This is an optimization exercise on Yosys and OpenROAD, whose aim is small area, a short achievable clock period and few clock cycles per item, not a production implementation. RTL that was checked went through simulation tests only; none was proved equivalent to the original. For runs 1 and 2, only the layout was checked, not whether the RTL still works. Power is estimated from default activity; no workload was simulated.

==> flow/design.v, too long to show whole: its modules and the start of the top module <==
// module mtdtmf_seq: 221 lines
// module mtdtmf_mul_lo: 314 lines
// module mtdtmf_mul_hi: 160 lines
// module multitap_dtmf_tone_generator: 200 lines
module multitap_dtmf_tone_generator (
	input  logic        clk,
	input  logic        arst_n,
	input  logic        s_tvalid,
	output logic        s_tready,
	input  logic [7:0]  s_tdata,    
	input  logic        s_tuser,    
	output logic        m_tvalid,
	input  logic        m_tready,
	output logic [23:0] m_tdata,    
	output logic        m_tlast,    
	input  logic        cfg_valid,
	output logic        cfg_ready,
	input  logic [2:0]  cfg_index,
	input  logic [63:0] cfg_data
);
  // ...
==> flow/run.sh <==
#!/bin/bash
# synth_recipe.tcl (not shown) runs the flow's synth.tcl, then flattens the netlist and writes it again
# the make line also repeats each setting of config.mk as NAME=value (left out here)
make -C /OpenROAD-flow-scripts/flow DESIGN_CONFIG=/design/flow/config.mk WORK_HOME=/design/flow/orfs CLKGATE_MAP_FILE= SYNTH_SCRIPT=/design/flow/synth_recipe.tcl finish
==> flow/config.mk <==
export PLATFORM = sky130hd
export DESIGN_NAME = multitap_dtmf_tone_generator
export DESIGN_NICKNAME = multitap_dtmf_tone_generator
export VERILOG_FILES = /design/flow/design.v
export SDC_FILE = /design/flow/constraint.sdc
export NUM_CORES = 4
export LEC_CHECK = 0
export ABC_AREA = 1
export CAP_MARGIN = 20
export CORE_MARGIN = 2
export CORE_UTILIZATION = 50
export SETUP_SLACK_MARGIN = 4.5
export SLEW_MARGIN = 20
export TNS_END_PERCENT = 5
==> flow/constraint.sdc <==
create_clock -name core_clock -period 9.0 [get_ports {clk}]
set_input_delay 1.8000 -clock core_clock [delete_from_list [all_inputs] [get_ports {clk}]]
set_output_delay 1.8000 -clock core_clock [all_outputs]
set_load 0.01 [all_outputs]
==> run_results.csv, run 1 <==
group,metric,value,unit
floorplanning,initial_utilization,0.506,
timing,fin_ws,4.43,ns
logic_synthesis,yosysSeqAreaShare,0.325,
final_layout,layout_common_cells,"nand2_1 (645), inv_1 (584), nor2_1 (362)",
final_layout,top_regs,"high_steps_q x64, low_steps_q x48",
clock_tree,cts_tree,"done",
grt,grt_max_degree,114,
power,power_frac_clock,0.179,
critical_path,slowest_stage,"fa_1",
timing,hold_violations,0,
critical_path,critical_path_depth,21,
run_status,status,"complete, no violations",
final_layout,fillers,5207,
final_layout,regArea,9300,sq um
final_layout,clkbuf_count,71,
final_layout,multi_input_area,16500,sq um
logic_synthesis,netlist.area_leader.share,0.185,
logic_synthesis,synth_edf_count,176,
logic_synthesis,synth_top_family_by_area,"adder cells",
timing,tightest_slew,1.06,ns
critical_path,worstSetupStartpoint,"sh4[2]",
routing,wl_per_cell,17.9,um
logic_synthesis,synth-xor-area-share,0.0282,
logic_synthesis,yosysMostFrequentCell,"nand2_1",
floorplanning,die-area,59000,sq um
critical_path,end_kind,"flip-flop",
hold_path,hold_depth,0,
power,maxPowerGroup,"combinational cells",
clock_tree,clock_path_buffers,3,
==> run 2, diff against run 1 <==
--- a/flow/config.mk
+++ b/flow/config.mk
@@ -9,6 +9,6 @@
 export CAP_MARGIN = 20
 export CORE_MARGIN = 2
 export CORE_UTILIZATION = 50
-export SETUP_SLACK_MARGIN = 4.5
+export SETUP_SLACK_MARGIN = 4.8
 export SLEW_MARGIN = 20
 export TNS_END_PERCENT = 5
==> run_results.csv, run 2 <==
group,metric,value,unit
power,power_frac_clock,0.166,
logic_synthesis,synth_top_flop_cell,"dfxtp_1",
clock_tree,htreeDepth,2,
timing,tns,0,ns
final_layout,antenna_cells,0,
power,p_leak,15.4,nW
clock_tree,clk_latency,0.60,ns
clock_tree,clock_sinks,374,
final_layout,layout_common_cells,"nand2_1 (642), inv_1 (582), nor2_1 (359)",
critical_path,end_kind,"flip-flop",
logic_synthesis,yosys.area.top_type,"edfxtp_1",
routing,num_vias,23800,
timing,max-slew-margin-rel,0.322,
clock_tree,cts_made_buffers,44,
grt,grt_pass1_wl,127,mm
grt,grt_pass1_vias,23800,
final_layout,final_common_cell,"nand2_1",
floorplanning,rows,87,
timing,slew_viol_final,0,
floorplanning,initial_utilization,0.506,
placement,hpwl,57.3,mm
power,pwr-share-comb,0.554,
placement,place_congestion,0.950,
placement,io_buffers,102,
logic_synthesis,netlist.area_leader.share,0.185,
critical_path,crit_required,9.33,ns
timing,period_share,0.495,
routing,wl_per_cell,17.8,um
final_layout,regMostFlops,"high_steps_q",
run_status,status,"complete, no violations",
final_layout,design_area,32100,sq um
final_layout,top_regs,"high_steps_q x64, low_steps_q x48",
logic_synthesis,yosysSeqAreaShare,0.325,
critical_path,critPathKind,"flip-flop to flip-flop",
grt,overflow,0,
floorplanning,core-area,56400,sq um
grt,grt_max_degree,114,
placement,place_area,30200,sq um
timing,finalSetupViolations,0,
final_layout,layout-drive-gt1-share,0.0692,
logic_synthesis,yosys-top-cells-area,"edfxtp_1 (19%), fa_1 (15%), dfxtp_1 (13%), nand2_1 (8.6%), inv_1 (7.7%)",
critical_path,cp-start-kind,"flip-flop",
logic_synthesis,avgSynthCellArea,8.00,sq um
final_layout,area_growth,12.3,%
timing,grt_setup_unrepaired,"true",
final_layout,fin_nets,4084,
timing,fmaxAchievable,225,MHz
grt,track_usage,0.268,
logic_synthesis,synth-seq-cells,374,
power,p_seq_frac,0.280,
routing,post-route-drc-count,0,
clock_tree,clock_path_buffers,3,
power,powerDensity,337,nW/um^2
routing,antenna_left,0,
logic_synthesis,synthCells,3569,
timing,skew,0.0443,ns
timing,hold_violations,0,
power,ir_worst_vdd,0.330,mV
logic_synthesis,ys_async_sr_fraction,0.0214,
logic_synthesis,yosysWarnings,2,
logic_synthesis,synth_common_cells,"nand2_1 (652), inv_1 (587), nor2_1 (364)",
hold_path,worst_hold_path_type,"flip-flop to flip-flop",
routing,drtIter0Drc,1910,
timing,fin_crit,4.45,ns
power,p_switching,4.80,mW
power,intPower,6.02,mW
logic_synthesis,synth_edf_count,176,
logic_synthesis,yosysMostFrequentCell,"nand2_1",
clock_tree,clk_pin_slew,0.06,ns
routing,drt-total-wl,78.6,mm
floorplanning,die_w,243,um
clock_tree,root_buffer,"clkbuf_16",
clock_tree,cts_tree,"done",
final_layout,fillers,5297,
power,p_sw_frac,0.444,
grt,grt_antenna_before_repair,0,
logic_synthesis,synthesis.area,28600,sq um
critical_path,cp_max_fo,6,
timing,tightest_slew,1.02,ns
floorplanning,die-area,59000,sq um
logic_synthesis,synth.distinct_cells,61,
critical_path,arrival,4.78,ns
job,maxCapViolations,0,
floorplanning,io_pins,109,
floorplanning,die_y,243,um
routing,drtPass1Iterations,6,
routing,viasPerCell,5.39,
final_layout,largest_reg_flops,64,
-- run 2: cell counts after synthesis --
Identical to the previous run, type by type.
-- run 2: logic make-up after synthesis --
| group | count (synthesis) | synth area share |
|---|---|---|
| AND/OR/NAND/NOR | 1232 | 0.178 |
| buffers and inverters | 777 | 0.104 |
| AO/OA/AOI/OAI | 710 | 0.141 |
| adder cells (fa/ha/maj) | 382 | 0.223 |
| flip-flops | 374 | 0.325 |
| XOR/XNOR | 92 | 0.0282 |
| other | 2 | 0.000263 |
-- run 2: area by class of cell --
type                    count  area, sq um  share of cell area
multi-input cells        2422        16500               0.514
flip-flops and latches    374         9300               0.290
inverters                 607         2290              0.0715
repair buffers            172         1580              0.0491
clock buffers              64         1270              0.0396
well taps                 756          946              0.0295
clock inverters            17          194             0.00605
-- run 2: worst paths after layout --
kind	start	endpoint	slack, ns	cells past startpoint
worst max-delay path	sh4[2]	sample_q[12]	4.55	18
worst min-delay path	sum3[12]	sh4[0]	0.41	0
worst max register to register	sh4[2]	sample_q[12]	4.55	18
worst min register to register	sum3[12]	sh4[0]	0.41	0
max in group asynchronous	arst_n	skid_v	6.54	2
min in group asynchronous	arst_n	v1	1.16	1
-- run 2: layer usage --
layer	GRT usage	up-vias	part of all wire
met5	0	-	0
met1	0.373	11400	0.45
met3	0.0338	104	0.054
met4	0.0642	0	0.021
li1	-	11600	-
met2	0.445	701	0.47
-- run 2: stage by stage --
| step | instances | setup WS [ns] | hold WS, ns | util | power [mW] |
|---|---|---|---|---|---|
| finish | 4412 | 4.55 | 0.414 | 0.569 | 10.8 |
| global route | 4412 | 4.34 | 0.416 | 0.569 | 11.8 |
| CTS | 4402 | 4.50 | 0.417 | 0.566 | 10.7 |
| detailed placement | 4301 | 4.13 | 0.406 | 0.536 | 8.59 |
| global placement | 4301 | 4.20 | 0.402 | 0.536 | 8.47 |
| floorplan | 3573 | 4.59 | 0.400 | - | 7.05 |
-- run 2: repair_timing --
item | CTS | global route
endpoints found under the setup margin | 34 | 123
buffers inserted | 20 | 10
hold buffers | 0 | 0
pin swaps | 14 | 15
gates resized for setup | 22 | 19
cloned | 0 | 0
-- run 2: critical path: stages (launching register included) --
cell and delay [ns]:
edfxtp_1 0.51, buf_6 0.19, nand2_1 0.06, inv_1 0.05, fa_1 0.46, fa_1 0.53, fa_1 0.43, fa_1 0.57
ha_4 0.22, a21oi_1 0.14, nor2_1 0.06, a211oi_2 0.23, o21ai_4 0.11, nand3_2 0.08, nand2_2 0.06, buf_4 0.13
buf_4 0.12, buf_4 0.12, xor2_1 0.13
-- run 2: power by group through the flow --
stage / combinational [mW] / sequential, mW / clock, mW
5_1_grt: 6.79 / 3.08 / 1.91
4_1_cts: 5.84 / 3.02 / 1.84
3_3_place_gp: 5.41 / 3.06 / 0
6_report: 6.00 / 3.03 / 1.80
3_5_place_dp: 5.52 / 3.08 / 0
2_1_floorplan: 4.20 / 2.84 / 0
==> module mtdtmf_seq, before the edit <==
module mtdtmf_seq (
	input  logic        clk,
	input  logic        arst_n,
	input  logic        fire,
	input  logic        action,
	input  logic [7:0]  char_code,
	input  logic [47:0] low_steps,
	input  logic [63:0] high_steps,
	input  logic [15:0] tone_last,     
	input  logic [15:0] short_last,    
	input  logic        short_zero,    
	input  logic [15:0] letter_last,   
	input  logic        letter_zero,   
	output logic [14:0] res_lo_val,    
	output logic        res_lo_neg,
	output logic [14:0] res_hi_val,
	output logic        res_hi_neg,
	output logic        res_active,
	output logic        res_done,
	output logic        res_rejected
);
	localparam logic [1:0] KIND_IDLE   = 2'd0;
	localparam logic [1:0] KIND_TONE   = 2'd1;
	localparam logic [1:0] KIND_SHORT  = 2'd2;
	localparam logic [1:0] KIND_LETTER = 2'd3;
	logic [1:0]  kind_q, kind_d;
	logic [3:0]  key_q, key_d;
	logic [2:0]  presses_q, presses_d;
	logic [15:0] count_q, count_d;
	logic [15:0] low_phase_q, low_phase_d;
	logic [15:0] high_phase_q, high_phase_d;
	logic [3:0]  map_key;
	logic [2:0]  map_presses;
	logic [1:0]  lo_sel, hi_sel;
	logic [15:0] lo_step, hi_step;
	logic [15:0] count_inc;
	logic [15:0] seg_last;
	logic        seg_end;
	logic [2:0]  presses_dec;
	logic        tone_sample;
	logic [6:0]  lo_idx, hi_idx;
	always_comb begin
		map_key     = 4'd0;
		map_presses = 3'd0;
		if (char_code >= "1" && char_code <= "9") begin
			map_key     = 4'(char_code - "1");
			map_presses = 3'd1;
		end else if (char_code == "0") begin
			map_key     = 4'd10;
			map_presses = 3'd1;
		end else if (char_code >= "a" && char_code <= "c") begin
			map_key     = 4'd1;
			map_presses = 3'(char_code - "a" + 8'd2);
		end else if (char_code >= "d" && char_code <= "f") begin
			map_key     = 4'd2;
			map_presses = 3'(char_code - "d" + 8'd2);
		end else if (char_code >= "g" && char_code <= "i") begin
			map_key     = 4'd3;
			map_presses = 3'(char_code - "g" + 8'd2);
		end else if (char_code >= "j" && char_code <= "l") begin
			map_key     = 4'd4;
			map_presses = 3'(char_code - "j" + 8'd2);
		end else if (char_code >= "m" && char_code <= "o") begin
			map_key     = 4'd5;
			map_presses = 3'(char_code - "m" + 8'd2);
		end else if (char_code >= "p" && char_code <= "r") begin
			map_key     = 4'd6;
			map_presses = 3'(char_code - "p" + 8'd2);
		end else if (char_code == "s") begin
			map_key     = 4'd6;
			map_presses = 3'd5;
		end else if (char_code >= "t" && char_code <= "v") begin
			map_key     = 4'd7;
			map_presses = 3'(char_code - "t" + 8'd2);
		end else if (char_code >= "w" && char_code <= "y") begin
			map_key     = 4'd8;
			map_presses = 3'(char_code - "w" + 8'd2);
		end else if (char_code == "z") begin
			map_key     = 4'd8;
			map_presses = 3'd5;
		end else if (char_code == ".") begin
			map_key     = 4'd9;
			map_presses = 3'd2;
		end else if (char_code == "!") begin
			map_key     = 4'd9;
			map_presses = 3'd3;
		end else if (char_code == "?") begin
			map_key     = 4'd9;
			map_presses = 3'd4;
		end else if (char_code == "#") begin
			map_key     = 4'd9;
			map_presses = 3'd1;
		end else if (char_code == " ") begin
			map_key     = 4'd10;
			map_presses = 3'd2;
		end
	end
	always_comb begin
		case (key_q)
			4'd0:    begin lo_sel = 2'd0; hi_sel = 2'd0; end
			4'd1:    begin lo_sel = 2'd1; hi_sel = 2'd0; end
			4'd2:    begin lo_sel = 2'd2; hi_sel = 2'd0; end
			4'd3:    begin lo_sel = 2'd0; hi_sel = 2'd1; end
			4'd4:    begin lo_sel = 2'd1; hi_sel = 2'd1; end
			4'd5:    begin lo_sel = 2'd2; hi_sel = 2'd1; end
			4'd6:    begin lo_sel = 2'd0; hi_sel = 2'd2; end
			4'd7:    begin lo_sel = 2'd1; hi_sel = 2'd2; end
			4'd8:    begin lo_sel = 2'd2; hi_sel = 2'd2; end
			4'd9:    begin lo_sel = 2'd0; hi_sel = 2'd3; end
			4'd10:   begin lo_sel = 2'd1; hi_sel = 2'd3; end
			default: begin lo_sel = 2'bxx; hi_sel = 2'bxx; end
		endcase
	end
	assign lo_step = (lo_sel == 2'd0) ? low_steps[15:0] : (lo_sel == 2'd1) ? low_steps[31:16] : low_steps[47:32];
	assign hi_step = high_steps[{hi_sel, 4'b0000} +: 16];
	assign count_inc   = count_q + 16'd1;
	assign presses_dec = presses_q - 3'd1;
	always_comb begin
		case (kind_q)
			KIND_SHORT:  seg_last = short_last;
			KIND_LETTER: seg_last = letter_last;
			default:     seg_last = tone_last;
		endcase
	end
	assign seg_end = (count_q >= seg_last);
	assign tone_sample = action && (kind_q == KIND_TONE);
	assign lo_idx      = tone_sample ? mtdtmf_pkg::sine_idx(low_phase_q[14:8]) : 7'd0;
	assign hi_idx      = tone_sample ? mtdtmf_pkg::sine_idx(high_phase_q[14:8]) : 7'd0;
	assign res_lo_neg  = tone_sample && low_phase_q[15];
	assign res_hi_neg  = tone_sample && high_phase_q[15];
	assign res_lo_val  = mtdtmf_pkg::sine_q(lo_idx) ^ {15{res_lo_neg}};
	assign res_hi_val  = mtdtmf_pkg::sine_q(hi_idx) ^ {15{res_hi_neg}};
	always_comb begin
		kind_d       = kind_q;
		key_d        = key_q;
		presses_d    = presses_q;
		count_d      = count_q;
		low_phase_d  = low_phase_q;
		high_phase_d = high_phase_q;
		res_active   = 1'b0;
		res_done     = 1'b0;
		res_rejected = 1'b0;
		if (!action) begin
			if (kind_q != KIND_IDLE || map_presses == 3'd0) begin
				res_rejected = 1'b1;
				res_active   = (kind_q != KIND_IDLE);
			end else begin
				key_d        = map_key;
				presses_d    = map_presses;
				kind_d       = KIND_TONE;
				count_d      = '0;
				low_phase_d  = '0;
				high_phase_d = '0;
				res_active   = 1'b1;
			end
		end else begin
			case (kind_q)
				KIND_TONE: begin
					res_active   = 1'b1;
					low_phase_d  = low_phase_q + lo_step;
					high_phase_d = high_phase_q + hi_step;
					count_d      = count_inc;
					if (seg_end) begin
						presses_d = presses_dec;
						count_d   = '0;
						if (presses_dec != 3'd0) begin
							if (short_zero) begin
								low_phase_d  = '0;
								high_phase_d = '0;
							end else begin
								kind_d = KIND_SHORT;
							end
						end else if (letter_zero) begin
							kind_d   = KIND_IDLE;
							res_done = 1'b1;
						end else begin
							kind_d = KIND_LETTER;
						end
					end
				end
				KIND_SHORT: begin
					res_active = 1'b1;
					count_d    = count_inc;
					if (seg_end) begin
						kind_d       = KIND_TONE;
						count_d      = '0;
						low_phase_d  = '0;
						high_phase_d = '0;
					end
				end
				KIND_LETTER: begin
					res_active = 1'b1;
					count_d    = count_inc;
					if (seg_end) begin
						kind_d   = KIND_IDLE;
						count_d  = '0;
						res_done = 1'b1;
					end
				end
				default: begin
				end
			endcase
		end
	end
	always_ff @(posedge clk or negedge arst_n) begin
		if (!arst_n) begin
			kind_q <= KIND_IDLE;
		end else if (fire) begin
			kind_q <= kind_d;
		end
	end
	always_ff @(posedge clk) begin
		if (fire) begin
			key_q        <= key_d;
			presses_q    <= presses_d;
			count_q      <= count_d;
			low_phase_q  <= low_phase_d;
			high_phase_q <= high_phase_d;
		end
	end
endmodule
==> module multitap_dtmf_tone_generator, before the edit <==
module multitap_dtmf_tone_generator (
	input  logic        clk,
	input  logic        arst_n,
	input  logic        s_tvalid,
	output logic        s_tready,
	input  logic [7:0]  s_tdata,    
	input  logic        s_tuser,    
	output logic        m_tvalid,
	input  logic        m_tready,
	output logic [23:0] m_tdata,    
	output logic        m_tlast,    
	input  logic        cfg_valid,
	output logic        cfg_ready,
	input  logic [2:0]  cfg_index,
	input  logic [63:0] cfg_data
);
	logic [47:0] low_steps_q;
	logic [63:0] high_steps_q;
	logic [14:0] amplitude_q;
	logic [15:0] tone_last_q;
	logic [15:0] short_last_q;
	logic        short_zero_q;
	logic [15:0] letter_last_q;
	logic        letter_zero_q;
	logic [15:0] len_last;
	logic        len_zero;
	logic        skid_v;
	logic [8:0]  skid_d;
	logic        v1;
	logic [8:0]  d1;
	logic        adv, fire;
	logic [14:0] seq_lo_val, seq_hi_val;
	logic        seq_lo_neg, seq_hi_neg;
	logic        seq_act, seq_done, seq_rej;
	logic        v2;
	logic [14:0] lo_val2, hi_val2;
	logic        lo_neg2, hi_neg2;
	logic        act2, done2, rej2;
	logic [16:0] sum_d;
	logic        v3;
	logic [16:0] sum3;
	logic        act3, done3, rej3;
	logic [15:0] ha_d, hb_d;
	logic        hc_d;
	logic        v4;
	logic [4:0]  sh4;
	logic [15:0] ha4, hb4;
	logic        hc4;
	logic        act4, done4, rej4;
	logic [16:0] sample_d;
	logic        vo;
	logic [16:0] sample_q;
	logic        act_q, done_q, rej_q;
	assign cfg_ready = 1'b1;
	assign len_zero = (cfg_data[15:0] == 16'd0);
	assign len_last = len_zero ? 16'd0 : cfg_data[15:0] - 16'd1;
	always_ff @(posedge clk) begin
		if (!arst_n) begin
			low_steps_q   <= '0;
			high_steps_q  <= '0;
			amplitude_q   <= 15'd16384;
			tone_last_q   <= 16'd3999;
			short_last_q  <= 16'd399;
			short_zero_q  <= 1'b0;
			letter_last_q <= 16'd3999;
			letter_zero_q <= 1'b0;
		end else if (cfg_valid) begin
			case (cfg_index)
				3'd0: low_steps_q  <= cfg_data[47:0];
				3'd1: high_steps_q <= cfg_data;
				3'd2: amplitude_q  <= cfg_data[14:0];
				3'd3: tone_last_q  <= len_last;
				3'd4: begin
					short_last_q <= len_last;
					short_zero_q <= len_zero;
				end
				3'd5: begin
					letter_last_q <= len_last;
					letter_zero_q <= len_zero;
				end
				default: begin
				end
			endcase
		end
	end
	assign adv      = !vo || m_tready;
	assign fire     = v1 && adv;
	assign s_tready = !skid_v;
	always_ff @(posedge clk or negedge arst_n) begin
		if (!arst_n) begin
			skid_v <= 1'b0;
			v1     <= 1'b0;
		end else if (adv) begin
			skid_v <= 1'b0;
			v1     <= skid_v || s_tvalid;
		end else if (s_tvalid && !skid_v) begin
			skid_v <= 1'b1;
		end
	end
	always_ff @(posedge clk) begin
		if (!skid_v) begin
			skid_d <= {s_tuser, s_tdata};
		end
		if (adv) begin
			d1 <= skid_v ? skid_d : {s_tuser, s_tdata};
		end
	end
	mtdtmf_seq u_seq (
		.clk          (clk),
		.arst_n       (arst_n),
		.fire         (fire),
		.action       (d1[8]),
		.char_code    (d1[7:0]),
		.low_steps    (low_steps_q),
		.high_steps   (high_steps_q),
		.tone_last    (tone_last_q),
		.short_last   (short_last_q),
		.short_zero   (short_zero_q),
		.letter_last  (letter_last_q),
		.letter_zero  (letter_zero_q),
		.res_lo_val   (seq_lo_val),
		.res_lo_neg   (seq_lo_neg),
		.res_hi_val   (seq_hi_val),
		.res_hi_neg   (seq_hi_neg),
		.res_active   (seq_act),
		.res_done     (seq_done),
		.res_rejected (seq_rej)
	);
	always_ff @(posedge clk or negedge arst_n) begin
		if (!arst_n) begin
			v2 <= 1'b0;
			v3 <= 1'b0;
			v4 <= 1'b0;
			vo <= 1'b0;
		end else if (adv) begin
			v2 <= v1;
			v3 <= v2;
			v4 <= v3;
			vo <= v4;
		end
	end
	always_ff @(posedge clk) begin
		if (adv) begin
			lo_val2 <= seq_lo_val;
			lo_neg2 <= seq_lo_neg;
			hi_val2 <= seq_hi_val;
			hi_neg2 <= seq_hi_neg;
			act2    <= seq_act;
			done2   <= seq_done;
			rej2    <= seq_rej;
		end
	end
	assign sum_d = {{2{lo_neg2}}, lo_val2} + {{2{hi_neg2}}, hi_val2}
		+ {15'd0, lo_neg2 & hi_neg2, lo_neg2 ^ hi_neg2};
	always_ff @(posedge clk) begin
		if (adv) begin
			sum3  <= sum_d;
			act3  <= act2;
			done3 <= done2;
			rej3  <= rej2;
		end
	end
	mtdtmf_mul_lo u_mul_lo (
		.a  (amplitude_q),
		.s  (sum3),
		.ha (ha_d),
		.hb (hb_d),
		.hc (hc_d)
	);
	always_ff @(posedge clk) begin
		if (adv) begin
			sh4   <= sum3[16:12];
			ha4   <= ha_d;
			hb4   <= hb_d;
			hc4   <= hc_d;
			act4  <= act3;
			done4 <= done3;
			rej4  <= rej3;
		end
	end
	mtdtmf_mul_hi u_mul_hi (
		.a  (amplitude_q),
		.s  ({sh4, 12'd0}),
		.ha (ha4),
		.hb (hb4),
		.hc (hc4),
		.y  (sample_d)
	);
	always_ff @(posedge clk) begin
		if (adv) begin
			sample_q <= sample_d;
			act_q    <= act4;
			done_q   <= done4;
			rej_q    <= rej4;
		end
	end
	assign m_tvalid = vo;
	assign m_tdata  = {5'd0, rej_q, act_q, sample_q};
	assign m_tlast  = done_q;
endmodule
==> run 3, diff against run 2 <==
--- a/flow/design.v
+++ b/flow/design.v
@@ -96,6 +96,7 @@
 	input  logic        short_zero,    
 	input  logic [15:0] letter_last,   
 	input  logic        letter_zero,   
+	output logic        res_tone,      
 	output logic [14:0] res_lo_val,    
 	output logic        res_lo_neg,
 	output logic [14:0] res_hi_val,
@@ -122,7 +123,6 @@
 	logic [15:0] seg_last;
 	logic        seg_end;
 	logic [2:0]  presses_dec;
-	logic        tone_sample;
 	logic [6:0]  lo_idx, hi_idx;
 	always_comb begin
 		map_key     = 4'd0;
@@ -208,11 +208,11 @@
 		endcase
 	end
 	assign seg_end = (count_q >= seg_last);
-	assign tone_sample = action && (kind_q == KIND_TONE);
-	assign lo_idx      = tone_sample ? mtdtmf_pkg::sine_idx(low_phase_q[14:8]) : 7'd0;
-	assign hi_idx      = tone_sample ? mtdtmf_pkg::sine_idx(high_phase_q[14:8]) : 7'd0;
-	assign res_lo_neg  = tone_sample && low_phase_q[15];
-	assign res_hi_neg  = tone_sample && high_phase_q[15];
+	assign res_tone    = action && (kind_q == KIND_TONE);
+	assign lo_idx      = mtdtmf_pkg::sine_idx(low_phase_q[14:8]);
+	assign hi_idx      = mtdtmf_pkg::sine_idx(high_phase_q[14:8]);
+	assign res_lo_neg  = low_phase_q[15];
+	assign res_hi_neg  = high_phase_q[15];
 	assign res_lo_val  = mtdtmf_pkg::sine_q(lo_idx) ^ {15{res_lo_neg}};
 	assign res_hi_val  = mtdtmf_pkg::sine_q(hi_idx) ^ {15{res_hi_neg}};
 	always_comb begin
@@ -805,18 +805,21 @@
 	logic [15:0] len_last;
 	logic        len_zero;
 	logic        skid_v;
+	logic        in_ready;
 	logic [8:0]  skid_d;
 	logic        v1;
 	logic [8:0]  d1;
 	logic        adv, fire;
+	logic        seq_tone;
 	logic [14:0] seq_lo_val, seq_hi_val;
 	logic        seq_lo_neg, seq_hi_neg;
 	logic        seq_act, seq_done, seq_rej;
 	logic        v2;
+	logic        tone2;
 	logic [14:0] lo_val2, hi_val2;
 	logic        lo_neg2, hi_neg2;
 	logic        act2, done2, rej2;
-	logic [16:0] sum_d;
+	logic [16:0] sum_raw, sum_d;
 	logic        v3;
 	logic [16:0] sum3;
 	logic        act3, done3, rej3;
@@ -865,16 +868,19 @@
 	end
 	assign adv      = !vo || m_tready;
 	assign fire     = v1 && adv;
-	assign s_tready = !skid_v;
+	assign s_tready = in_ready;
 	always_ff @(posedge clk or negedge arst_n) begin
 		if (!arst_n) begin
-			skid_v <= 1'b0;
-			v1     <= 1'b0;
+			skid_v   <= 1'b0;
+			in_ready <= 1'b1;
+			v1       <= 1'b0;
 		end else if (adv) begin
-			skid_v <= 1'b0;
-			v1     <= skid_v || s_tvalid;
+			skid_v   <= 1'b0;
+			in_ready <= 1'b1;
+			v1       <= skid_v || s_tvalid;
 		end else if (s_tvalid && !skid_v) begin
-			skid_v <= 1'b1;
+			skid_v   <= 1'b1;
+			in_ready <= 1'b0;
 		end
 	end
 	always_ff @(posedge clk) begin
@@ -898,6 +904,7 @@
 		.short_zero   (short_zero_q),
 		.letter_last  (letter_last_q),
 		.letter_zero  (letter_zero_q),
+		.res_tone     (seq_tone),
 		.res_lo_val   (seq_lo_val),
 		.res_lo_neg   (seq_lo_neg),
 		.res_hi_val   (seq_hi_val),
@@ -921,6 +928,7 @@
 	end
 	always_ff @(posedge clk) begin
 		if (adv) begin
+			tone2   <= seq_tone;
 			lo_val2 <= seq_lo_val;
 			lo_neg2 <= seq_lo_neg;
 			hi_val2 <= seq_hi_val;
@@ -930,8 +938,9 @@
 			rej2    <= seq_rej;
 		end
 	end
-	assign sum_d = {{2{lo_neg2}}, lo_val2} + {{2{hi_neg2}}, hi_val2}
+	assign sum_raw = {{2{lo_neg2}}, lo_val2} + {{2{hi_neg2}}, hi_val2}
 		+ {15'd0, lo_neg2 & hi_neg2, lo_neg2 ^ hi_neg2};
+	assign sum_d   = tone2 ? sum_raw : 17'd0;
 	always_ff @(posedge clk) begin
 		if (adv) begin
 			sum3  <= sum_d;
--- a/flow/config.mk
+++ b/flow/config.mk
@@ -9,6 +9,6 @@
 export CAP_MARGIN = 20
 export CORE_MARGIN = 2
 export CORE_UTILIZATION = 50
-export SETUP_SLACK_MARGIN = 4.8
+export SETUP_SLACK_MARGIN = 5.0
 export SLEW_MARGIN = 20
 export TNS_END_PERCENT = 5
==> run_results.csv, run 3 <==
group,metric,value,unit
run_status,status,"complete, no violations",
final_layout,fin_nets,4109,
clock_tree,root_buffer,"clkbuf_16",
placement,place_area,30500,sq um
final_layout,regMostFlops,"high_steps_q",
timing,finalSetupViolations,0,
logic_synthesis,synthesis.area,28700,sq um
power,p_seq_frac,0.245,
routing,wl_met3,4.44,mm
power,powerDensity,383,nW/um^2
logic_synthesis,yosys.area.top_type,"edfxtp_1",
logic_synthesis,synth_edf_count,177,
critical_path,r2r_start,"sh4[3]",
critical_path,r2r_end,"sample_q[16]",
floorplanning,die_y,244,um
final_layout,regArea,9380,sq um
power,ir_worst_vdd,0.324,mV
hold_path,holdCritStartpoint,"sum3[12]",
clock_tree,cts_tree,"done",
power,intPower,6.52,mW
placement,hpwl,59.3,mm
final_layout,top_regs,"high_steps_q x64, low_steps_q x48",
timing,fin_crit,4.41,ns
routing,wl_met1,36.8,mm
floorplanning,die-area,59400,sq um
placement,io_buffers,102,
critical_path,cp_max_fo,9,
logic_synthesis,yosys-top-cells-area,"edfxtp_1 (19%), fa_1 (15%), dfxtp_1 (13%), nand2_1 (8.2%), inv_1 (7.9%)",
critical_path,cp-start-kind,"flip-flop",
timing,max-slew-margin-rel,0.290,
critical_path,arrival,4.75,ns
final_layout,final_common_cell,"nand2_1",
power,p_sw_frac,0.475,
floorplanning,core-area,56600,sq um
logic_synthesis,yosysSeqAreaShare,0.325,
timing,fmaxAchievable,227,MHz
grt,grt_antenna_before_repair,6,
grt,overflow,0,
logic_synthesis,yosysMostFrequentCell,"nand2_1",
placement,dp_cells,4324,
routing,post-route-drc-count,0,
power,pwr-share-comb,0.605,
logic_synthesis,ys_async_sr_fraction,0.0239,
power,p_leak,15.7,nW
logic_synthesis,synth.distinct_cells,62,
logic_synthesis,synth_top_family_by_area,"adder cells",
timing,tns,0,ns
routing,top_layer_used,"met4",
routing,wl_met2,37.9,mm
clock_tree,clock_sinks,376,
critical_path,critPathKind,"flip-flop to flip-flop",
placement,place_congestion,0.912,
clock_tree,clk_pin_slew,0.06,ns
floorplanning,io_pins,109,
clock_tree,clk_latency,0.60,ns
routing,antenna_left,0,
logic_synthesis,synthCells,3591,
timing,hold_violations,0,
logic_synthesis,synth-seq-cells,376,
logic_synthesis,synth-xor-area-share,0.0255,
logic_synthesis,synth-simple-area-share,0.180,
final_layout,layout_common_cells,"nand2_1 (628), inv_1 (602), nor2_1 (369)",
power,p_switching,5.91,mW
final_layout,area_growth,12.9,%
clock_tree,cts_made_buffers,45,
routing,drtIter0Drc,2045,
timing,period_share,0.490,
final_layout,layout-drive-gt1-share,0.0768,
logic_synthesis,synthMuxAreaShare,0,
logic_synthesis,yosysWarnings,2,
logic_synthesis,synthAdderAreaFrac,0.221,
logic_synthesis,synth_compound_area_frac,0.142,
grt,grt_max_degree,132,
floorplanning,rows,87,
floorplanning,initial_utilization,0.507,
timing,skew,0.0288,ns
grt,track_usage,0.276,
hold_path,worst_hold_path_type,"flip-flop to flip-flop",
hold_path,hold_end,"sh4[0]",
logic_synthesis,avgSynthCellArea,8.00,sq um
final_layout,fillers,5308,
timing,tightest_slew,1.06,ns
clock_tree,htreeDepth,2,
clock_tree,hold_buffers,0,
job,maxCapViolations,0,
final_layout,final_core_util,0.573,
timing,slew_viol_final,0,
final_layout,design_area,32400,sq um
critical_path,rr_worst_depth,19,
logic_synthesis,netlist.area_leader.share,0.185,
routing,wl_per_cell,18.3,um
critical_path,end_kind,"flip-flop",
routing,drtPass1Iterations,6,
routing,num_vias,24100,
logic_synthesis,synth_top_flop_cell,"dfxtp_1",
routing,viasPerCell,5.43,
final_layout,instances_no_fill,4445,
routing,drt-total-wl,81.2,mm
hold_path,hold_depth,0,
final_layout,multi_input_area,16600,sq um
critical_path,r2r_slack,4.59,ns
power,p_total,12.4,mW
critical_path,crit_required,9.33,ns
logic_synthesis,synth_common_cells,"nand2_1 (630), inv_1 (607), nor2_1 (376)",
grt,grt_pass1_vias,24400,
floorplanning,die_w,244,um
clock_tree,clock_path_buffers,3,
timing,grt_setup_unrepaired,"true",
grt,grt_pass1_wl,131,mm
power,power_frac_clock,0.151,
final_layout,largest_reg_flops,64,
[run 3: changes by cell type in the layout (fill, tap and decap cells not counted), moves of 6 or more]
cell | before | now
buf_4 | 66 | 60
dfxtp_1 | 188 | 181
nor3_1 | 42 | 54
nor2_1 | 359 | 369
o21ai_0 | 286 | 295
xor2_1 | 74 | 66
dfxtp_4 | 0 | 9
ha_1 | 166 | 158
nand2_1 | 642 | 628
inv_1 | 582 | 602
[run 3: what timing repair did]
item,in CTS,in global routing
setup buffers,23,10
cloned,0,1
pin swaps,11,13
resized for setup,23,29
endpoints found under the setup margin,95,197
[run 3: power groups by stage]
stage / Clock, mW / Combinational [mW] / Sequential (mW)
final: 1.87 / 7.52 / 3.04
after global routing: 1.97 / 8.44 / 3.09
after CTS: 1.91 / 7.35 / 3.03
after detailed placement: 0 / 7.08 / 3.10
after global placement: 0 / 6.97 / 3.08
after floorplan: 0 / 5.32 / 2.86
[run 3: metrics by stage]
stage	worst slack (ns)	hold slack (ns)
floorplan	4.77	0.400
global placement	4.30	0.404
detailed placement	4.23	0.406
CTS	4.64	0.402
global route	4.38	0.425
finish	4.59	0.404
[run 3: worst max-delay path by stage]
| stage | from | slack, ns | endpoint |
|---|---|---|---|
| 3_3_place_gp | amplitude_q[7] | 4.30 | sample_q[16] |
| 3_5_place_dp | amplitude_q[7] | 4.23 | sample_q[16] |
| 4_1_cts | sh4[3] | 4.64 | sample_q[16] |
| 2_1_floorplan | sh4[2] | 4.77 | sample_q[16] |
| 5_1_grt | sh4[3] | 4.38 | sample_q[16] |
| 6_report | sh4[3] | 4.59 | sample_q[16] |
[run 3: per-layer routing]
layer,up-vias,track usage
li1,11600,-
met1,11700,0.386
met2,663,0.450
met3,120,0.0354
met4,0,0.0791
met5,-,0
[run 3: critical path, cell delays in order, from the launching register on]
cell	delay, ns
edfxtp_1	0.38
buf_6	0.16
buf_4	0.14
nand2_1	0.06
inv_1	0.05
fa_2	0.34
fa_2	0.58
fa_1	0.44
fa_1	0.55
ha_4	0.32
nand2_1	0.07
nor2_2	0.11
nand3_2	0.11
o2111ai_4	0.12
nand3_2	0.09
nand2_2	0.11
a31oi_4	0.10
o21ai_2	0.20
a21oi_2	0.08
xor2_1	0.14
[run 3: cells by family (layout without fill, tap and decap cells)]
kind of cell | Yosys count | count (layout)
AO/OA/AOI/OAI | 719 | 719
XOR/XNOR | 82 | 82
adder cells (fa/ha/maj) | 379 | 379
buffers and inverters | 796 | 886
flip-flops | 376 | 376
other | 2 | 10
AND/OR/NAND/NOR | 1237 | 1237
[run 3: cell type report]
class	instances	share of cell area
repair inverters	1	0.000154
clock inverters	19	0.00664
clock buffers	64	0.0397
diodes	4	0.000309
flip-flops and latches	376	0.289
repair buffers	169	0.0485
inverters	633	0.0739
well taps	756	0.0292
multi-input cells	2423	0.512
Testbench counts of run 3, summed over its fixed seeds: cycles 76,989, items 76,773.
==> run 4, diff against run 3 <==
--- a/flow/config.mk
+++ b/flow/config.mk
@@ -5,10 +5,9 @@
 export SDC_FILE = /design/flow/constraint.sdc
 export NUM_CORES = 4
 export LEC_CHECK = 0
-export ABC_AREA = 1
 export CAP_MARGIN = 20
 export CORE_MARGIN = 2
 export CORE_UTILIZATION = 50
-export SETUP_SLACK_MARGIN = 5.0
+export SETUP_SLACK_MARGIN = 4.8
 export SLEW_MARGIN = 20
 export TNS_END_PERCENT = 5
==> run_results.csv, run 4 <==
group,metric,value,unit
power,powerDensity,312,nW/um^2
timing,grt_setup_unrepaired,"true",
logic_synthesis,yosys.area.top_type,"edfxtp_1",
critical_path,end_kind,"flip-flop",
logic_synthesis,synth_edf_count,177,
grt,grt_antenna_before_repair,1,
power,p_leak,13.3,nW
logic_synthesis,synthesis.area,28900,sq um
final_layout,regMostFlops,"high_steps_q",
clock_tree,clock_sinks,376,
final_layout,final_common_cell,"nand2_1",
floorplanning,initial_utilization,0.504,
routing,num_vias,22500,
routing,post-route-drc-count,0,
logic_synthesis,yosys-top-cells-area,"edfxtp_1 (18%), fa_1 (15%), dfxtp_1 (13%), ha_1 (7.2%), nand2_1 (6.9%)",
floorplanning,rows,88,
critical_path,critical_path_depth,16,
grt,grt_max_degree,105,
critical_path,critPathKind,"flip-flop to flip-flop",
power,ir_worst_vdd,0.284,mV
routing,wl_per_cell,19.2,um
critical_path,crit_buf_inv,1,
timing,slew_viol_final,0,
clock_tree,cts_tree,"done",
grt,grt_util_met2,0.419,
critical_path,slowest_delay,0.55,ns
logic_synthesis,yosysSeqAreaShare,0.323,
logic_synthesis,avgSynthCellArea,9.21,sq um
timing,tightest_slew,1.11,ns
floorplanning,core-area,57500,sq um
hold_path,hold_depth,0,
logic_synthesis,synth_common_cells,"nand2_1 (531), inv_1 (225), fa_1 (213)",
routing,antenna_left,0,
final_layout,antenna_cells,0,
logic_synthesis,yosysWarnings,2,
final_layout,fin_nets,3633,
critical_path,slowest_stage,"fa_1",
timing,fin_crit,4.84,ns
critical_path,r2r_start,"sh4[2]",
hold_path,worst_hold_path_type,"flip-flop to flip-flop",
timing,period_share,0.537,
placement,io_buffers,102,
final_layout,area_growth,11.9,%
floorplanning,die_y,245,um
logic_synthesis,synth_top_flop_cell,"dfxtp_1",
final_layout,top_regs,"high_steps_q x64, low_steps_q x48",
placement,hpwl,54.1,mm
timing,fmaxAchievable,207,MHz
timing,finalSetupViolations,0,
clock_tree,clk_latency,0.59,ns
final_layout,layout_common_cells,"nand2_1 (530), inv_1 (224), fa_1 (212)",
logic_synthesis,synthCells,3143,
timing,max-slew-margin-rel,0.262,
routing,drtIter0Drc,1584,
clock_tree,clk_pin_slew,0.06,ns
routing,viasPerCell,5.65,
placement,place_congestion,0.885,
grt,use_met1,0.369,
floorplanning,io_pins,109,
timing,tns,0,ns
logic_synthesis,yosysMostFrequentCell,"nand2_1",
clock_tree,root_buffer,"clkbuf_16",
critical_path,worstSetupStartpoint,"sh4[2]",
routing,drt-total-wl,76.4,mm
grt,track_usage,0.259,
logic_synthesis,netlist.area_leader.share,0.184,
critical_path,cp_top_family,"adder cells",
logic_synthesis,synth.distinct_cells,95,
clock_tree,clock_path_buffers,3,
clock_tree,hold_buffers,0,
critical_path,rr_worst_depth,16,
floorplanning,die_w,245,um
logic_synthesis,synth-seq-cells,376,
critical_path,cp-start-kind,"flip-flop",
final_layout,final_core_util,0.564,
final_layout,layout-drive-gt1-share,0.0729,
critical_path,arrival,5.17,ns
timing,hold_violations,0,
timing,skew,0.0199,ns
grt,grt_use_met3,0.0338,
logic_synthesis,ys_async_sr_fraction,0.0239,
critical_path,crit_required,9.33,ns
run_status,status,"complete, no violations",
final_layout,largest_reg_flops,64,
grt,overflow,0,
grt,grt_pass1_vias,22600,
critical_path,worst_path_most_repeated_cell,"fa_1",
floorplanning,die-area,59800,sq um
clock_tree,cts_made_buffers,45,
routing,drtPass1Iterations,6,
critical_path,cp_cell_sequence,"buf_4, and2_1, fa_1, fa_1, fa_1, fa_1, ha_1, a2111oi_4, o31a_1, o31a_1, a21boi_2, nand4_1, a21boi_2, o41a_1, a21oi_2, xor2_1",
critical_path,cp_max_fo,6,
grt,grt_pass1_wl,124,mm
job,maxCapViolations,0,
hold_path,holdCritStartpoint,"done2",
clock_tree,htreeDepth,2,
grt,grt-busiest-layer,"met2",
timing,whs,0.415,ns
run 4: cell count changes in the layout (fill, tap and decap cells not counted), moves of 30 or more:
cell	delta
nor2_1	-189
nand3_1	-43
nor2b_1	+30
mux2i_1	+46
a21oi_1	-100
and2_1	+205
nand2_1	-98
xnor2_1	+32
o21ai_0	-177
inv_1	-378
a21boi_0	+130
o211ai_1	+30
run 4: stage by stage:
stage                     std cells  worst slack (ns)  instance area [sq um]  power [mW]
final                          3974              4.16                  32400        10.1
after global routing           3974              3.98                  32400        11.0
after CTS                      3964              4.13                  32200        10.1
after detailed placement       3874              3.66                  30700        8.12
after global placement         3874              3.78                  30700        8.05
after floorplan                3147              4.26                  29000        6.63
run 4: routing by layer:
layer  routed length, um  share of wire
met1               35600           0.47
met2               35100           0.46
met3                3950          0.052
met4                1670          0.022
met5                   0              0
run 4: cells by family after synthesis:
kind of cell	share of synthesized area
buffers and inverters	0.0553
AOI/OAI and AO/OA	0.148
and+or+nand+nor	0.183
DFF	0.323
muxes	0.0353
xor gates and xnor gates	0.0369
adders and majority gates	0.219
other	0.000259
run 4: power by group:
part,internal (mW),switching (mW),total (mW)
Combinational,2.24,3.18,5.43
Sequential,2.46,0.397,2.86
Clock,1.07,0.763,1.83
Total,5.78,4.35,10.1
run 4: area by class of cell:
cell class / instances / area, sq um
Tap cell: 765 / 957
Timing Repair Buffer: 167 / 1550
Clock buffer: 59 / 1210
Clock inverter: 24 / 251
Multi-Input combinational cell: 2356 / 18200
Inverter: 227 / 852
Sequential cell: 376 / 9360
Fill cell: 5194 / 25100
run 4: final timing paths:
| kind | end | slack (ns) |
|---|---|---|
| worst max-delay path | sample_q[16] | 4.16 |
| worst min register to register | done3 | 0.41 |
| worst max register to register | sample_q[16] | 4.16 |
| worst min-delay path | done3 | 0.41 |
| min in group asynchronous | v1 | 1.27 |
| max in group asynchronous | skid_v | 6.35 |
run 4: what timing repair did:
item / in CTS / in global routing
gates cloned: 0 / 0
endpoints found under the hold margin: 0 / 0
pin swaps: 5 / 5
endpoints found under the setup margin: 107 / 136
buffers inserted: 7 / 8
resized for setup: 7 / 19
==> run 5, diff against run 4 <==
--- a/flow/config.mk
+++ b/flow/config.mk
@@ -5,6 +5,7 @@
 export SDC_FILE = /design/flow/constraint.sdc
 export NUM_CORES = 4
 export LEC_CHECK = 0
+export ABC_AREA = 1
 export CAP_MARGIN = 20
 export CORE_MARGIN = 2
 export CORE_UTILIZATION = 50
==> run_results.csv, run 5 <==
group,metric,value,unit
critical_path,slowest_delay,0.54,ns
floorplanning,die_y,244,um
logic_synthesis,avgSynthCellArea,8.00,sq um
timing,slew_viol_final,0,
timing,finalSetupViolations,0,
critical_path,cp-start-kind,"flip-flop",
floorplanning,initial_utilization,0.507,
routing,viasPerCell,5.44,
final_layout,regMostFlops,"high_steps_q",
placement,io_buffers,102,
logic_synthesis,synth_edf_count,177,
logic_synthesis,ys_async_sr_fraction,0.0239,
logic_synthesis,synth.distinct_cells,62,
floorplanning,rows,87,
power,p_leak,15.6,nW
routing,drtIter0Drc,1964,
hold_path,worst_hold_path_type,"flip-flop to flip-flop",
final_layout,area_growth,12.6,%
placement,dp_cells,4323,
final_layout,fin_nets,4102,
clock_tree,cts_tree,"done",
routing,antenna_left,0,
logic_synthesis,yosysWarnings,2,
critical_path,slowest_stage,"fa_1",
floorplanning,die-area,59400,sq um
timing,grt_setup_unrepaired,"true",
timing,hold_violations,0,
final_layout,instances_no_fill,4437,
final_layout,design_area,32300,sq um
timing,max-slew-margin-rel,0.303,
logic_synthesis,netlist.area_leader.share,0.185,
routing,wl_per_cell,18.0,um
timing,fin_ws,4.61,ns
grt,grt_antenna_before_repair,4,
critical_path,end_kind,"flip-flop",
placement,place_area,30500,sq um
clock_tree,root_buffer,"clkbuf_16",
clock_tree,clock_path_buffers,3,
placement,place_congestion,0.942,
grt,track_usage,0.269,
power,intPower,6.45,mW
final_layout,final_core_util,0.571,
power,p_switching,5.82,mW
timing,period_share,0.488,
power,powerDensity,380,nW/um^2
timing,tightest_slew,1.04,ns
critical_path,arrival,4.73,ns
clock_tree,cts_made_buffers,44,
run_status,status,"complete, no violations",
final_layout,top_regs,"high_steps_q x64, low_steps_q x48",
logic_synthesis,synthesis.area,28700,sq um
logic_synthesis,synth-seq-cells,376,
final_layout,fillers,5243,
logic_synthesis,yosysMostFrequentCell,"nand2_1",
critical_path,crit_buf_inv,1,
clock_tree,clock_sinks,376,
clock_tree,hold_buffers,0,
critical_path,worst_path_most_repeated_cell,"fa_1",
grt,grt_pass1_wl,128,mm
routing,num_vias,24100,
power,pwr-share-comb,0.608,
critical_path,cp_cell_sequence,"buf_12, nand2_1, fa_1, fa_1, fa_1, fa_1, ha_4, nand2_1, nor2_2, nand3_1, o2111ai_2, nand3_1, nand2_2, a31oi_4, o21ai_2, a21oi_2, xor2_1",
floorplanning,die_w,244,um
timing,whs,0.419,ns
logic_synthesis,synth_common_cells,"nand2_1 (630), inv_1 (607), nor2_1 (376)",
final_layout,regArea,9370,sq um
clock_tree,clk_pin_slew,0.06,ns
grt,grt_max_degree,82,
timing,fmaxAchievable,228,MHz
placement,hpwl,58.4,mm
clock_tree,htreeDepth,2,
power,p_total,12.3,mW
grt,overflow,0,
final_layout,layout-drive-gt1-share,0.0718,
logic_synthesis,yosys-top-cells-area,"edfxtp_1 (19%), fa_1 (15%), dfxtp_1 (13%), nand2_1 (8.2%), inv_1 (7.9%)",
power,p_sw_frac,0.474,
timing,skew,0.0364,ns
grt,grt_pass1_vias,23900,
power,ir_worst_vdd,0.446,mV
routing,post-route-drc-count,0,
job,maxCapViolations,0,
logic_synthesis,synthCells,3591,
routing,drtPass1Iterations,6,
power,p_seq_frac,0.242,
routing,drt-total-wl,79.9,mm
critical_path,cp_top_family,"adder cells",
timing,tns,0,ns
floorplanning,core-area,56600,sq um
timing,fin_crit,4.39,ns
final_layout,final_common_cell,"nand2_1",
placement,place_ws,4.18,ns
final_layout,layout_common_cells,"nand2_1 (628), inv_1 (606), nor2_1 (371)",
critical_path,crit_required,9.34,ns
critical_path,critPathKind,"flip-flop to flip-flop",
critical_path,cp_max_fo,18,
logic_synthesis,yosys.area.top_type,"edfxtp_1",
clock_tree,clk_latency,0.61,ns
logic_synthesis,yosysSeqAreaShare,0.325,
final_layout,multi_input_area,16600,sq um
final_layout,largest_reg_flops,64,
logic_synthesis,synth_top_flop_cell,"dfxtp_1",
floorplanning,io_pins,109,
power,power_frac_clock,0.150,
## run 5: area by class of cell
class | count | share of cell area
diodes | 4 | 0.000309
clock buffers | 52 | 0.0356
repair buffers | 164 | 0.0482
clock inverters | 29 | 0.0103
inverters | 633 | 0.0738
flip-flops and latches | 376 | 0.290
multi-input cells | 2423 | 0.513
well taps | 756 | 0.0292
## run 5: per-layer routing
metal  track usage  vias to the layer above  part of all wire
met5             0                        -                 0
met4        0.0725                        0             0.022
met3        0.0359                      127             0.063
met2         0.436                      779              0.47
met1         0.379                    11600              0.45
li1              -                    11600                 -
## run 5: final timing paths
path	start	endpoint	slack, ns	depth (start not counted)
setup reg to reg	amplitude_q[5]	sample_q[16]	4.61	17
max in group asynchronous	arst_n	u_seq.kind_q[1]	7.22	1
hold / removal	act3	act4	0.42	0
setup / recovery	amplitude_q[5]	sample_q[16]	4.61	17
hold reg to reg	act3	act4	0.42	0
min in group asynchronous	arst_n	skid_v	1.26	1
## run 5: power groups by stage
stage	clock network, mW	logic, mW	registers (mW)
4_1_cts	1.88	7.21	3.03
3_5_place_dp	0	7.03	3.11
2_1_floorplan	0	5.32	2.86
3_3_place_gp	0	6.97	3.09
5_1_grt	1.94	8.36	3.02
6_report	1.84	7.47	2.97
## run 5: cells by family (layout without fill, tap and decap cells)
kind of cell    count (synthesis)  count (layout)  share of synthesized area
compound gates                719             719                      0.142
fa+ha+maj                     379             379                      0.221
xor+xnor                       82              82                     0.0255
simple gates                 1237            1237                      0.180
flops                         376             376                      0.325
buf+inv                       796             878                      0.106
other cells                     2              10                   0.000262
## run 5: repair_timing
item,in CTS,in global routing
setup buffers,13,16
setup endpoints to repair,18,105
resized for setup,18,17
pin swaps,6,7
==> run 6, diff against run 5 <==
--- a/flow/config.mk
+++ b/flow/config.mk
@@ -8,7 +8,7 @@
 export ABC_AREA = 1
 export CAP_MARGIN = 20
 export CORE_MARGIN = 2
-export CORE_UTILIZATION = 50
+export CORE_UTILIZATION = 70
 export SETUP_SLACK_MARGIN = 4.8
 export SLEW_MARGIN = 20
 export TNS_END_PERCENT = 5
==> run_results.csv, run 6 <==
group,metric,value,unit
run_status,status,"complete, no violations",
logic_synthesis,yosysMostFrequentCell,"nand2_1",
final_layout,regMostFlops,"high_steps_q",
clock_tree,cts_tree,"done",
grt,grt_max_degree,121,
clock_tree,cts_made_buffers,40,
final_layout,final_common_cell,"nand2_1",
routing,num_vias,25600,
timing,finalSetupViolations,0,
power,ir_worst_vdd,0.307,mV
timing,hold_violations,0,
placement,io_buffers,102,
clock_tree,hold_buffers,0,
routing,drtIter0Drc,3037,
logic_synthesis,synthesis.area,28700,sq um
timing,skew,0.0254,ns
critical_path,worstSetupEndpoint,"sample_q[16]",
logic_synthesis,synth_edf_count,177,
timing,max-slew-margin-rel,0.365,
critical_path,cp-start-kind,"flip-flop",
floorplanning,initial_utilization,0.707,
timing,slew_viol_final,0,
logic_synthesis,yosys.area.top_type,"edfxtp_1",
logic_synthesis,synth.distinct_cells,62,
critical_path,critPathKind,"flip-flop to flip-flop",
clock_tree,root_buffer,"clkbuf_16",
critical_path,arrival,4.94,ns
hold_path,worst_hold_path_type,"flip-flop to flip-flop",
final_layout,layout-drive-gt1-share,0.0706,
routing,drtPass1Iterations,6,
critical_path,r2r_start,"sh4[3]",
grt,grt_use_met3,0.0741,
timing,tightest_slew,0.945,ns
logic_synthesis,avgSynthCellArea,8.00,sq um
grt,grt-busiest-layer,"met2",
power,p_leak,15.5,nW
grt,use_met1,0.493,
critical_path,r2r_end,"sample_q[16]",
final_layout,fillers,2599,
timing,tns,0,ns
grt,grt_pass1_wl,131,mm
routing,viasPerCell,6.11,
critical_path,r2r_slack,4.39,ns
routing,wl_per_cell,19.8,um
logic_synthesis,synth-seq-cells,376,
placement,place_congestion,0.937,
final_layout,area_growth,10.7,%
logic_synthesis,yosysSeqAreaShare,0.325,
power,p_total,12.4,mW
timing,fin_crit,4.61,ns
grt,grt_antenna_before_repair,0,
timing,grt_setup_unrepaired,"true",
clock_tree,clock_sinks,376,
timing,period_share,0.512,
job,maxCapViolations,0,
floorplanning,die_y,207,um
routing,drt-total-wl,83.1,mm
grt,grt_util_met2,0.644,
routing,antenna_left,0,
grt,track_usage,0.391,
logic_synthesis,netlist.area_leader.share,0.185,
clock_tree,clock_path_buffers,3,
critical_path,crit_required,9.33,ns
clock_tree,htreeDepth,2,
floorplanning,die-area,42700,sq um
clock_tree,clk_latency,0.59,ns
floorplanning,die_w,207,um
power,powerDensity,391,nW/um^2
critical_path,worstSetupStartpoint,"sh4[3]",
floorplanning,core-area,40600,sq um
floorplanning,rows,74,
logic_synthesis,yosysWarnings,2,
logic_synthesis,synth_common_cells,"nand2_1 (630), inv_1 (607), nor2_1 (376)",
clock_tree,clk_pin_slew,0.06,ns
floorplanning,io_pins,109,
critical_path,end_kind,"flip-flop",
logic_synthesis,synthCells,3591,
grt,overflow,0,
final_layout,largest_reg_flops,64,
final_layout,fin_nets,4084,
grt,grt_pass1_vias,25700,
critical_path,cp_max_fo,10,
timing,fmaxAchievable,217,MHz
logic_synthesis,synth_top_flop_cell,"dfxtp_1",
final_layout,layout_common_cells,"nand2_1 (626), inv_1 (603), nor2_1 (372)",
critical_path,rr_worst_depth,18,
final_layout,top_regs,"high_steps_q x64, low_steps_q x48",
logic_synthesis,ys_async_sr_fraction,0.0239,
routing,post-route-drc-count,0,
placement,hpwl,57.6,mm
logic_synthesis,yosys-top-cells-area,"edfxtp_1 (19%), fa_1 (15%), dfxtp_1 (13%), nand2_1 (8.2%), inv_1 (7.9%)",
## run 6: changes by cell type in the layout (fill, tap and decap cells not counted), sizes merged
cell | previous run | this run
diode | 4 | 1
clkinv | 24 | 23
clkbuf | 52 | 53
clkinvlp | 5 | 3
buf | 63 | 48
bufinv | 5 | 1
## run 6: cell families (layout without fill, tap and decap cells)
kind of cell	after synthesis	after routing	share of synthesized area
compound gates	719	719	0.142
xor+xnor	82	82	0.0255
fa+ha+maj	379	379	0.221
buf+inv	796	857	0.106
flops	376	376	0.325
other cells	2	7	0.000262
simple gates	1237	1237	0.180
## run 6: routing by layer
metal | share of wire | routed length (um) | vias to the layer above
li1 | - | - | 11600
met4 | 0.056 | 4650 | 0
met5 | 0 | 0 | -
met1 | 0.37 | 30500 | 12000
met2 | 0.47 | 39200 | 1622
met3 | 0.11 | 8790 | 383
## run 6: power breakdown
part | internal, mW | switching, mW
combinational | 2.84 | 4.85
clock | 0.916 | 0.733
sequential | 2.60 | 0.490
total | 6.35 | 6.07
## run 6: metrics by stage
stage	setup WS [ns]	cells	hold slack, ns	instance area (sq um)	util
after detailed placement	4.17	4089	0.405	30100	0.741
after CTS	4.60	4184	0.420	31700	0.779
after floorplan	4.77	3595	0.400	29000	-
final	4.39	4189	0.419	31800	0.782
after global placement	4.30	4089	0.403	30100	0.741
after global routing	4.26	4188	0.422	31800	0.782
## run 6: final cells by class
cell class,instances,area (sq um),share of cell area
diodes,1,2.50,0.0000787
clock buffers,53,1110,0.0350
clock inverters,21,195,0.00614
inverters,633,2390,0.0751
multi-input cells,2423,16600,0.523
flip-flops and latches,376,9390,0.295
well taps,532,666,0.0209
repair buffers,149,1410,0.0443
repair inverters,1,5.00,0.000157
## run 6: critical path: stages (launching register included)
cell	delay, ns
edfxtp_1	0.39
buf_6	0.17
nand2_1	0.08
inv_1	0.10
fa_1	0.60
fa_1	0.45
fa_1	0.52
fa_1	0.46
ha_4	0.33
nand2_1	0.10
o21ai_1	0.17
nand2_1	0.10
o2111ai_2	0.11
nand3_1	0.12
nand2_2	0.12
a31oi_4	0.11
o21ai_4	0.19
a21oi_2	0.09
xor2_1	0.14
## run 6: how the worst min path moves through the flow
| stage | start | to | slack [ns] | cells after the start |
|---|---|---|---|---|
| 2_1_floorplan | act2 | act3 | 0.40 | 0 |
| 3_3_place_gp | sum3[12] | sh4[0] | 0.40 | 0 |
| 3_5_place_dp | act4 | act_q | 0.41 | 0 |
| 4_1_cts | act4 | act_q | 0.42 | 0 |
| 5_1_grt | act4 | act_q | 0.42 | 0 |
| 6_report | act4 | act_q | 0.42 | 0 |
## run 6: what timing repair did
action	CTS	global route
buffers inserted	21	2
endpoints found under the setup margin	77	111
pin swaps	5	6
resized for setup	31	17
cloned	0	1
==> run 7, diff against run 6 <==
--- a/flow/config.mk
+++ b/flow/config.mk
@@ -8,7 +8,7 @@
 export ABC_AREA = 1
 export CAP_MARGIN = 20
 export CORE_MARGIN = 2
-export CORE_UTILIZATION = 70
+export CORE_UTILIZATION = 60
 export SETUP_SLACK_MARGIN = 4.8
 export SLEW_MARGIN = 20
 export TNS_END_PERCENT = 5
==> run_results.csv, run 7 <==
group,metric,value,unit
run_status,status,"complete, no violations",
critical_path,cp_cell_sequence,"buf_12, nand2_1, inv_1, fa_1, fa_1, fa_1, fa_1, ha_4, a21oi_2, o21ai_2, nand2_1, o2111ai_2, nand3_1, nand2_2, a31oi_4, o21ai_2, buf_4, xor2_1",
placement,place_congestion,0.903,
grt,grt_pass1_wl,126,mm
hold_path,hold_depth,0,
power,p_total,12.2,mW
critical_path,end_kind,"flip-flop",
critical_path,rr_worst_depth,18,
final_layout,fillers,3920,
logic_synthesis,synth-seq-cells,376,
placement,place_area,30300,sq um
final_layout,layout_common_cells,"nand2_1 (628), inv_1 (606), nor2_1 (372)",
routing,drt-total-wl,76.8,mm
critical_path,crit_required,9.35,ns
floorplanning,die_y,223,um
timing,skew,0.0315,ns
clock_tree,root_buffer,"clkbuf_16",
clock_tree,cts_made_buffers,43,
logic_synthesis,yosys.area.top_type,"edfxtp_1",
logic_synthesis,synth_edf_count,177,
grt,track_usage,0.316,
clock_tree,htreeDepth,2,
floorplanning,io_pins,109,
final_layout,regArea,9380,sq um
placement,dp_cells,4179,
timing,fin_crit,4.42,ns
final_layout,top_regs,"high_steps_q x64, low_steps_q x48",
final_layout,layout-drive-gt1-share,0.0665,
routing,antenna_left,0,
floorplanning,die-area,49600,sq um
power,p_leak,15.5,nW
timing,tns,0,ns
routing,post-route-drc-count,0,
critical_path,slowest_delay,0.55,ns
final_layout,multi_input_area,16600,sq um
floorplanning,die_w,223,um
final_layout,area_growth,10.9,%
routing,viasPerCell,5.70,
timing,whs,0.415,ns
clock_tree,clock_path_buffers,3,
logic_synthesis,avgSynthCellArea,8.00,sq um
final_layout,fin_nets,4081,
routing,wl_per_cell,18.0,um
final_layout,regMostFlops,"high_steps_q",
final_layout,instances_no_fill,4269,
logic_synthesis,yosys-top-cells-area,"edfxtp_1 (19%), fa_1 (15%), dfxtp_1 (13%), nand2_1 (8.2%), inv_1 (7.9%)",
clock_tree,clock_sinks,376,
routing,drtPass1Iterations,6,
routing,drtIter0Drc,2329,
logic_synthesis,yosysWarnings,2,
power,ir_worst_vdd,0.304,mV
critical_path,slowest_stage,"fa_1",
critical_path,cp_max_fo,15,
logic_synthesis,synth_common_cells,"nand2_1 (630), inv_1 (607), nor2_1 (376)",
timing,max-slew-margin-rel,0.283,
timing,fmaxAchievable,226,MHz
floorplanning,rows,80,
timing,grt_setup_unrepaired,"true",
clock_tree,clk_latency,0.59,ns
routing,num_vias,24400,
grt,grt_max_degree,127,
grt,grt_antenna_before_repair,0,
final_layout,largest_reg_flops,64,
final_layout,final_common_cell,"nand2_1",
floorplanning,initial_utilization,0.605,
critical_path,arrival,4.77,ns
critical_path,worst_path_most_repeated_cell,"fa_1",
final_layout,design_area,31900,sq um
critical_path,critPathKind,"flip-flop to flip-flop",
logic_synthesis,yosysMostFrequentCell,"nand2_1",
timing,finalSetupViolations,0,
final_layout,antenna_cells,0,
placement,io_buffers,102,
logic_synthesis,yosysSeqAreaShare,0.325,
floorplanning,core-area,47400,sq um
logic_synthesis,synthCells,3591,
power,powerDensity,382,nW/um^2
logic_synthesis,netlist.area_leader.share,0.185,
job,maxCapViolations,0,
grt,overflow,0,
logic_synthesis,synthesis.area,28700,sq um
grt,grt_pass1_vias,24400,
logic_synthesis,ys_async_sr_fraction,0.0239,
logic_synthesis,synth.distinct_cells,62,
timing,slew_viol_final,0,
logic_synthesis,synth_top_flop_cell,"dfxtp_1",
clock_tree,cts_tree,"done",
clock_tree,clk_pin_slew,0.06,ns
timing,hold_violations,0,
timing,tightest_slew,1.08,ns
placement,hpwl,56.8,mm
timing,period_share,0.491,
hold_path,worst_hold_path_type,"flip-flop to flip-flop",
critical_path,cp-start-kind,"flip-flop",
run 7: changes by cell type in the layout (fill, tap and decap cells not counted), sizes merged:
| cell | previous run | this run |
|---|---|---|
| buf | 48 | 43 |
| clkbuf | 53 | 60 |
| clkinv | 23 | 15 |
| diode | 1 | 0 |
| inv | 628 | 634 |
| clkinvlp | 3 | 1 |
run 7: worst paths after layout:
kind                       startpoint           end  slack, ns
max                            sh4[2]  sample_q[15]       4.58
min                          sum3[14]        sh4[2]       0.42
max reg2reg                    sh4[2]  sample_q[15]       4.58
min reg2reg                  sum3[14]        sh4[2]       0.42
max in group asynchronous      arst_n        skid_v       6.51
min in group asynchronous      arst_n            vo       1.12
run 7: final cells by class:
| class | count | share of cell area |
|---|---|---|
| timing repair buffer | 144 | 0.0430 |
| clock inverter | 18 | 0.00503 |
| inverter | 633 | 0.0748 |
| clock buffer | 60 | 0.0387 |
| sequential | 376 | 0.294 |
| tap | 615 | 0.0242 |
| multi-input combinational | 2423 | 0.520 |
run 7: cells by family after synthesis:
logic type	Yosys count	share of synthesized area
and+or+nand+nor	1237	0.180
DFF	376	0.325
other	2	0.000262
adders and majority gates	379	0.221
buffers and inverters	796	0.106
AOI/OAI and AO/OA	719	0.142
xor gates and xnor gates	82	0.0255
run 7: where the power goes:
part	total (mW)	internal, mW	switching [mW]
sequential	3.07	2.59	0.476
combinational	7.36	2.76	4.60
clock	1.74	0.999	0.744
run 7: metal layers:
layer	share of wire	vias up	GRT usage
li1	-	11600	-
met1	0.42	11700	0.422
met2	0.48	886	0.524
met3	0.066	183	0.0426
met4	0.038	0	0.119
met5	0	-	0
run 7: critical path, delay by kind of cell (launching register included):
kind	cells	cell delay [ns]
AND/OR/NAND/NOR	4	0.37
flip-flops	1	0.42
adder cells (fa/ha/maj)	5	2.21
XOR/XNOR	1	0.13
AO/OA/AOI/OAI	5	0.68
buffers and inverters	3	0.36
run 7: metrics by stage:
step | worst slack [ns] | util
2_1_floorplan | 4.77 | -
3_3_place_gp | 4.29 | 0.638
3_5_place_dp | 4.21 | 0.638
4_1_cts | 4.62 | 0.670
5_1_grt | 4.45 | 0.672
6_report | 4.58 | 0.672
run 7: what timing repair did:
action / CTS / global route
setup buffers: 7 / 5
pin swaps: 1 / 5
setup endpoints to repair: 13 / 49
resized for setup: 23 / 4
hold buffers: 0 / 0
gates cloned: 0 / 0

==> what the ideal ports hide <==
In the flow no input, the clock included, has a driving cell. The finished layouts below were timed again as built, in two steps. Step 1: set_driving_cell puts a clkbuf_16 on clk and a buf_2 on each other input, an assumption about the parent block. Step 2, shift: input delay + t, output delay - t, t = (earliest + latest rising clock arrival at the registers) / 2. This alone moves slack from input paths to output paths. a / b / c = ideal ports / drivers / drivers and shift; a / b = the first two.
run | shift t [ns] | setup slack, ns | slew at the worst register clock pin (ns) | worst slew at a driven data input, ns
run 1 | 0.641 | 4.430 / 4.430 / 4.340 | 0.06 / 0.06 | 0.07
run 2 | 0.643 | 4.549 / 4.549 / 4.485 | 0.06 / 0.06 | 0.09
run 3 | 0.643 | 4.586 / 4.586 / 4.515 | 0.07 / 0.07 | 0.09
run 4 | 0.641 | 4.164 / 4.164 / 3.742 | 0.07 / 0.07 | 0.07
run 5 | 0.653 | 4.611 / 4.611 / 4.479 | 0.07 / 0.07 | 0.09
run 6 | 0.639 | 4.392 / 4.392 / 4.242 | 0.07 / 0.07 | 0.05
run 7 | 0.634 | 4.580 / 4.580 / 4.489 | 0.07 / 0.07 | 0.04
After both steps setup and hold are still met in every run listed. For run 4, which loses most, drivers alone change the setup slack by 0.000 ns; drivers and shift together by -0.422 ns.
